From an optimization exercise on the open Yosys and OpenROAD flow, aimed at small area, a short achievable clock period and few clock cycles per item; shortcuts taken in it are not production practice.
RTL that was checked went through simulation tests only; none was proved equivalent to the original.

Setup of the baseline:
// rtc_seconds_to_calendar
module rtc_seconds_to_calendar (
  input  logic          clk,
  input  logic          rst,
  input  logic          cmd_valid,
  output logic          cmd_stall,
  input  logic [72:0]   cmd,
  output logic          res_valid,
  input  logic          res_stall,
  output logic [56:0]   res
);
  logic [31:0] v;
  logic [11:0] ys, yc;
  logic [3:0]  n1;
  logic [39:0] conv_d;
  assign v = cmd[71:40];
  rsc_split u_split (
    .x  (v[31:4]),
    .ys (ys),
    .yc (yc)
  );
  rsc_mod15 u_mod15 (
    .v (v),
    .n (n1)
  );
  assign conv_d = {5'd0, n1, yc, ys, v[6:4], v[3:0]};
  logic        p1_valid;
  logic        p1_op;
  logic [39:0] p1_d;
  assign cmd_stall = res_valid && res_stall;
  always_ff @(posedge clk) begin
    if (rst) begin
      p1_valid <= 1'b0;
    end else if (!cmd_stall) begin
      p1_valid <= cmd_valid;
    end
  end
  always_ff @(posedge clk) begin
    if (!cmd_stall) begin
      p1_op <= cmd[72];
      p1_d  <= (cmd[72] == rsc_pkg::OP_SET) ? cmd[39:0] : conv_d;
    end
  end
  logic [3:0]  p1_vlo;
  logic [2:0]  p1_x3;
  logic [11:0] y;
  logic [3:0]  n;
  logic [2:0]  d;
  logic [4:0]  kb;
  logic [4:0]  c_hour;
  logic        hour0;
  logic        hour23;
  logic [5:0]  pm;
  logic [5:0]  c_minute;
  logic [5:0]  c_second;
  assign p1_vlo = p1_d[3:0];
  assign p1_x3  = p1_d[6:4];
  always_comb begin
    y  = p1_d[18:7] + p1_d[30:19];
    n  = p1_d[34:31];
    d  = p1_x3 - y[2:0];
  end
  rsc_tabs u_tabs (
    .y      (y),
    .d      (d),
    .kb     (kb),
    .hour   (c_hour),
  ...
clock: 7.5 ns
lec_check: 0
cap_margin: 20
core_margin: 2
core_utilization: 40
place_density: 0.6
slew_margin: 20
run.sh (not shown) runs the stock make flow with config.mk's settings and CLKGATE_MAP_FILE= SYNTH_SCRIPT=/design/flow/synth_recipe.tcl, a recipe that flattens the netlist after the stock synthesis.
Testbench counts of the baseline, summed over its fixed seeds: cycles 32,016, items 32,000.
Here is what was changed in the inputs of the candidate compared with the baseline.
- an added SETUP_SLACK_MARGIN of 3.0
- an added ABC_CLOCK_PERIOD_IN_PS of 4000
The candidate: PASS, flow complete, no timing, DRC or antenna violations
Both conditions hold for the baseline: the flow ran to the end and the final layout passed the timing, design-rule and antenna checks.
Setup fix buffers added after clock tree synthesis in the candidate vs the baseline: up 32
Higher clock network area share among the baseline and the candidate: the baseline
Accumulated negative setup slack came out exactly the same in the baseline and the candidate.
| final weighted congestion in routability-driven placement | the candidate vs the baseline | about 1.7% lower |
The candidate against the baseline: multi-input logic area +8.1%; sequential cell count ~0 delta; final non-filler cell area +7.8%.
Looking at maximum achievable frequency across the baseline and the candidate, the one that comes out lower is the baseline.
Of the two values seen for highest routed metal layer, met5 was produced by the candidate and met4 by the baseline.

========
Another version of the RTL of rtc_seconds_to_calendar (not shown whole).
Size in the first run: roughly 1200 cells after synthesis, roughly 210 flip-flops, roughly 14000 um^2 of cells after synthesis.
make LEC_CHECK=0 ABC_CLOCK_PERIOD_IN_PS=2800 CAP_MARGIN=20 CORE_MARGIN=2 CORE_UTILIZATION=40 PLACE_DENSITY=0.6 SETUP_SLACK_MARGIN=4.3 SLEW_MARGIN=20 finish   # period 7.5 ns
Testbench counts at the start, summed over its fixed seeds: cycles 32,174, items 32,000.
Next try:
--- a/flow/config.mk
+++ b/flow/config.mk
@@ -8 +8 @@
-export ABC_CLOCK_PERIOD_IN_PS = 2800
+export ABC_CLOCK_PERIOD_IN_PS = 3000
@@ -13 +13 @@
-export SETUP_SLACK_MARGIN = 4.3
+export SETUP_SLACK_MARGIN = 4.0
The changed run finished clean.
Hold slack is better by 0.011 ns.
Cell count came out lower by 1.1%.
Register-to-register slack is better by 0.02 ns.
Critical path depth does not change.
Setup slack is better by 0.019 ns.
Synthesized cell count does not change.
Via count came out lower by 2.2%.
Routed wire length came out lower by 3.9%.
Global-route usage came out lower by 0.73 points.
Clock-buffer cell count came out lower by 4.
Next try:
==> flow/flow/run.sh (new file) <==
#!/bin/bash
# The standard layout (standard.sh), with the input and output port buffers made from
# sky130_fd_sc_hd__buf_1 instead of the cell buffer_ports picks by default.
set -euo pipefail
export BUFFER_PORTS_ARGS="-buffer_cell sky130_fd_sc_hd__buf_1"
bash standard.sh > standard.log 2>&1
==> flow/standard.sh (new file) <==
#!/bin/bash
# synth_recipe.tcl (not shown) runs the flow's synth.tcl, then flattens the netlist and writes it again
# the make line also repeats each setting of config.mk as NAME=value (left out here)
make -C /OpenROAD-flow-scripts/flow DESIGN_CONFIG=/design/flow/config.mk WORK_HOME=/design/flow/orfs CLKGATE_MAP_FILE= SYNTH_SCRIPT=/design/flow/synth_recipe.tcl "${@:-finish}"
removed: flow/run.sh
Worst setup slack is worse by 0.012 ns.
Clock-buffer cell count went up by 2.
Clock skew hardly moves.
Via count decreases by 1.2%.

========
rtc_seconds_to_calendar, a different RTL version from the one above (not shown whole).
Size: about 140 I/O pins, roughly 14000 um^2 of cells after synthesis.
clock: 7.5 ns
lec_check: 0
abc_clock_period_in_ps: 3000
cap_margin: 20
core_margin: 2
core_utilization: 40
place_density: 0.6
setup_slack_margin: 4.25
slew_margin: 20
standard.sh (not shown) runs the stock make flow with config.mk's settings and CLKGATE_MAP_FILE= SYNTH_SCRIPT=/design/flow/synth_recipe.tcl, a recipe that flattens the netlist after the stock synthesis.
==> flow/flow/run.sh <==
#!/bin/bash
# The standard layout (standard.sh), with the input and output port buffers made from
# sky130_fd_sc_hd__buf_1 instead of the cell buffer_ports picks by default.
set -euo pipefail
export BUFFER_PORTS_ARGS="-buffer_cell sky130_fd_sc_hd__buf_1"
bash standard.sh > standard.log 2>&1
Testbench counts at the start, summed over its fixed seeds: cycles 32,174, items 32,000.
Change:
Settings changed: SETUP_SLACK_MARGIN 4.25 to 4.0.
=> The changed run completed without violations; sequential share of layout area went up by 1.0 points; design area went down by a few percent; first-iteration DRC count went up by roughly a tenth; clock-buffer cell count does not change; worst setup slack degrades by 0.070 ns.

========
Another version of the RTL of rtc_seconds_to_calendar (not shown whole).
For scale: about 1300 cells after synthesis, roughly 200 flip-flops, roughly 140 I/O pins, about 14000 um^2 of cells after synthesis.
Settings: LEC_CHECK=0, ABC_CLOCK_PERIOD_IN_PS=3000, CAP_MARGIN=20, CORE_MARGIN=2, CORE_UTILIZATION=40, PLACE_DENSITY=0.6, SLEW_MARGIN=20; clock period 7.5 ns.
run.sh (not shown) runs the stock make flow with config.mk's settings and CLKGATE_MAP_FILE= SYNTH_SCRIPT=/design/flow/synth_recipe.tcl, a recipe that flattens the netlist after the stock synthesis.
Stock flow here: none of the scripts above is used.
The starting point completed with no timing, DRC or antenna violations.
Change:
SETUP_SLACK_MARGIN = 4.0   (was unset)
What happened: The new run completed with no timing, DRC or antenna violations. Non-clock buffer count climbs by 60. Setup slack improves by 800 ps. Hold slack hardly moves. Die area is unchanged. Global-route usage grows by 1.2 points. Cell area increases by a little under a tenth.
No functional check of the RTL was part of any run of this note.

========
== wip/cedar ==
Another version of the RTL of rtc_seconds_to_calendar (not shown whole).
Size in the first run: about 1200 cells after synthesis, about 210 flip-flops.
export LEC_CHECK = 0
export ABC_CLOCK_PERIOD_IN_PS = 3000
export CAP_MARGIN = 20
export CORE_MARGIN = 2
export CORE_UTILIZATION = 40
export CTS_CLUSTER_DIAMETER = 100
export CTS_CLUSTER_SIZE = 28
export GPL_ROUTABILITY_DRIVEN = 0
export GPL_TIMING_DRIVEN = 0
export PLACE_DENSITY = 0.6
export SETUP_SLACK_MARGIN = 4.0
export SLEW_MARGIN = 20
create_clock -name core_clock -period 7.5 [get_ports {clk}]
standard.sh (not shown) runs the stock make flow with config.mk's settings and CLKGATE_MAP_FILE= SYNTH_SCRIPT=/design/flow/synth_recipe.tcl, a recipe that flattens the netlist after the stock synthesis.
Scripts as last shown in full above: flow/flow/run.sh
Testbench counts of wip/cedar, summed over its fixed seeds: cycles 32,174, items 32,000.
### wip/cedar -> wip/harbor
Settings: GPL_ROUTABILITY_DRIVEN removed (was 0); SETUP_SLACK_MARGIN changed from 4.0 to 3.8; GPL_TIMING_DRIVEN removed (was 0).
Notes after the runs:
- Sort wip/cedar and wip/harbor by count of non-filler cells in the finished layout desc -> top: wip/cedar
- Relative to wip/cedar, the data arrival time of the critical path of wip/harbor is higher by 0.13 ns.
- | final routed wirelength across all metal layers | wip/harbor vs wip/cedar | better |
- In the tables for wip/cedar and wip/harbor, fill cell total of the finished layout reads higher with wip/harbor.
- Relative to wip/cedar, global-route usage has gone down in wip/harbor.
- Share of the core filled with cells in the final layout: lower on wip/harbor
--- input diff wip/harbor..wip/juniper ---
Settings: removing CTS_CLUSTER_DIAMETER (formerly 100); changing SETUP_SLACK_MARGIN from 3.8 to 4.0; removing CTS_CLUSTER_SIZE (formerly 28).
Notes after the runs:
Having completed the whole flow, wip/juniper delivered a layout that passed the timing, design-rule and antenna checks.
For the global-route track usage on met2, wip/juniper came in 0.78 points higher than wip/harbor did.
From wip/harbor to wip/juniper, cell count after synthesis did not move at all.

========
Starting RTL as in the previous note.
==> flow/design.v (excerpt) <==
module rtc_seconds_to_calendar (
  input  logic          clk,
  input  logic          rst,
  input  logic          cmd_valid,
  output logic          cmd_stall,
  input  logic [72:0]   cmd,
  output logic          res_valid,
  input  logic          res_stall,
  output logic [56:0]   res
);
Settings: LEC_CHECK=0, ABC_CLOCK_PERIOD_IN_PS=3000, CAP_MARGIN=20, CORE_MARGIN=2, CORE_UTILIZATION=40, CTS_CLUSTER_DIAMETER=100, CTS_CLUSTER_SIZE=28, PLACE_DENSITY=0.6, SETUP_SLACK_MARGIN=4.2, SLEW_MARGIN=20; clock period 7.5 ns.
Scripts as last shown in full above: flow/flow/run.sh
Testbench counts at the start, summed over its fixed seeds: cycles 32,174, items 32,000.
Edit:
--- a/flow/config.mk
+++ b/flow/config.mk
@@ -13,4 +13,4 @@
 export CTS_CLUSTER_SIZE = 28
 export PLACE_DENSITY = 0.6
-export SETUP_SLACK_MARGIN = 4.2
+export SETUP_SLACK_MARGIN = 4.0
 export SLEW_MARGIN = 20
Outcome:
- critical path depth stays the same
- non-clock buffer count goes down by 25
- sequential share of layout area goes up by 0.93 points
- wire length goes down by 1.2%
- synthesized cell count does not change
- die area is unchanged

========
Another version of the RTL of rtc_seconds_to_calendar (not shown whole).
For scale: roughly 1200 cells after synthesis, about 200 flip-flops, about 140 I/O pins, ~13000 µm² of cells after synthesis.
Settings: LEC_CHECK=0, ABC_CLOCK_PERIOD_IN_PS=3000, CAP_MARGIN=20, CORE_MARGIN=2, CORE_UTILIZATION=40, PLACE_DENSITY=0.6, SETUP_SLACK_MARGIN=4.0, SLEW_MARGIN=20; clock period 7.5 ns.
Scripts as last shown in full above: flow/flow/run.sh
Change:
==> flow/run.sh (new file) <==
#!/bin/bash
# synth_recipe.tcl (not shown) runs the flow's synth.tcl, then flattens the netlist and writes it again
# the make line also repeats each setting of config.mk as NAME=value (left out here)
make -C /OpenROAD-flow-scripts/flow DESIGN_CONFIG=/design/flow/config.mk WORK_HOME=/design/flow/orfs CLKGATE_MAP_FILE= SYNTH_SCRIPT=/design/flow/synth_recipe.tcl finish
removed: flow/flow/run.sh
removed: flow/standard.sh
Outcome: Via count goes up by 2.4%; clock-buffer cell count is unchanged; flip-flop and latch count does not change; global-route usage came out higher by 0.74 points.
Function was not checked in any run of this note: the RTL went through the layout flow alone.

========
Another version of the RTL of rtc_seconds_to_calendar (not shown whole).
For scale: ~1,200 cells after synthesis, ~210 flip-flops, ~140 I/O pins, roughly 14,000 um^2 of cells after synthesis.
Settings: LEC_CHECK=0, ABC_CLOCK_PERIOD_IN_PS=3000, CAP_MARGIN=20, CORE_MARGIN=2, CORE_UTILIZATION=55, PLACE_DENSITY=0.7, SETUP_SLACK_MARGIN=4.0, SLEW_MARGIN=20; clock period 7.5 ns.
==> flow/flow/run.sh <==
#!/bin/bash
# The standard layout (standard.sh), with the input and output port buffers made from
# sky130_fd_sc_hd__buf_1 instead of the cell buffer_ports picks by default.
set -euo pipefail
export BUFFER_PORTS_ARGS="-buffer_cell sky130_fd_sc_hd__buf_1"
bash standard.sh > standard.log 2>&1
The baseline produced a clean layout.
Change:
- CORE_UTILIZATION: 55 -> 40
- PLACE_DENSITY: 0.7 -> 0.6
Register-to-register slack improved by 0.06 ns. Final area rises slightly. Critical path depth does not change.
No run of this note included a check of the RTL's function; only the layout flow was run.

-- static timing again, ports no longer ideal --
The results above use ideal ports. As a check the final layouts listed here were re-extracted and re-timed, cells and wires unchanged. Step 1 sets driving cells, clkbuf_16 on the clock port and buf_2 on the other inputs (assumed; they add their load-dependent delay and slew). Step 2 adds t to the input delays and takes it off the output delays; t is the mean of the earliest and latest rising clock arrival at the registers after step 1. Input paths then give back, and output paths get back, about the clock's delay inside the block. Slacks: ideal ports / drivers / drivers and shift; pairs: ideal ports / drivers.
| run | t (ns) | setup WS [ns] | worst setup path at the end | worst register clock-pin slew, ns | worst data-port slew with drivers (ns) |
|---|---|---|---|---|---|
| the baseline | 0.397 | 1.003 / 1.025 / 0.628 | input to register | 0.08 / 0.08 | 0.04 |
| the candidate | 0.400 | 1.991 / 2.011 / 1.611 | input to register | 0.09 / 0.09 | 0.07 |
| the first run of note 2 | 0.585 | 3.836 / 3.836 / 3.836 | register to register | 0.07 / 0.07 | 0.04 |
| the second run of note 2 | 0.583 | 3.855 / 3.855 / 3.823 | input to register | 0.06 / 0.06 | 0.04 |
| the third run of note 2 | 0.578 | 3.842 / 3.842 / 3.717 | input to register | 0.06 / 0.06 | 0.04 |
| the first run of note 3 | 0.587 | 4.087 / 4.044 / 3.839 | input to register | 0.06 / 0.06 | 0.07 |
| the second run of note 3 | 0.583 | 4.017 / 3.988 / 3.798 | input to register | 0.06 / 0.06 | 0.05 |
| the first run of note 4 | 0.500 | 2.973 / 2.973 / 2.973 | register to register | 0.08 / 0.08 | 0.04 |
| the second run of note 4 | 0.502 | 3.777 / 3.777 / 3.766 | input to register | 0.08 / 0.08 | 0.04 |
| wip/cedar | 0.542 | 4.036 / 4.013 / 3.787 | input to register | 0.10 / 0.10 | 0.05 |
| wip/harbor | 0.528 | 3.912 / 3.882 / 3.527 | input to register | 0.11 / 0.11 | 0.04 |
| wip/juniper | 0.594 | 4.016 / 3.990 / 3.755 | input to register | 0.06 / 0.06 | 0.04 |
| the first run of note 6 | 0.536 | 4.112 / 4.072 / 4.018 | input to register | 0.11 / 0.11 | 0.05 |
| the second run of note 6 | 0.531 | 4.038 / 4.005 / 3.960 | input to register | 0.12 / 0.12 | 0.04 |
| the first run of note 7 | 0.593 | 2.432 / 2.432 / 2.432 | register to register | 0.06 / 0.06 | 0.08 |
| the second run of note 7 | 0.584 | 2.491 / 2.491 / 2.491 | register to register | 0.06 / 0.06 | 0.07 |
| the first run of note 8 | 0.564 | 4.021 / 4.002 / 3.766 | input to register | 0.06 / 0.06 | 0.04 |
| the second run of note 8 | 0.583 | 3.975 / 3.954 / 3.808 | input to register | 0.06 / 0.06 | 0.04 |
After both steps setup and hold are still met in every run listed. The setup slack of wip/harbor, which loses most, moves by -0.030 ns with the drivers and by -0.385 ns with both steps.
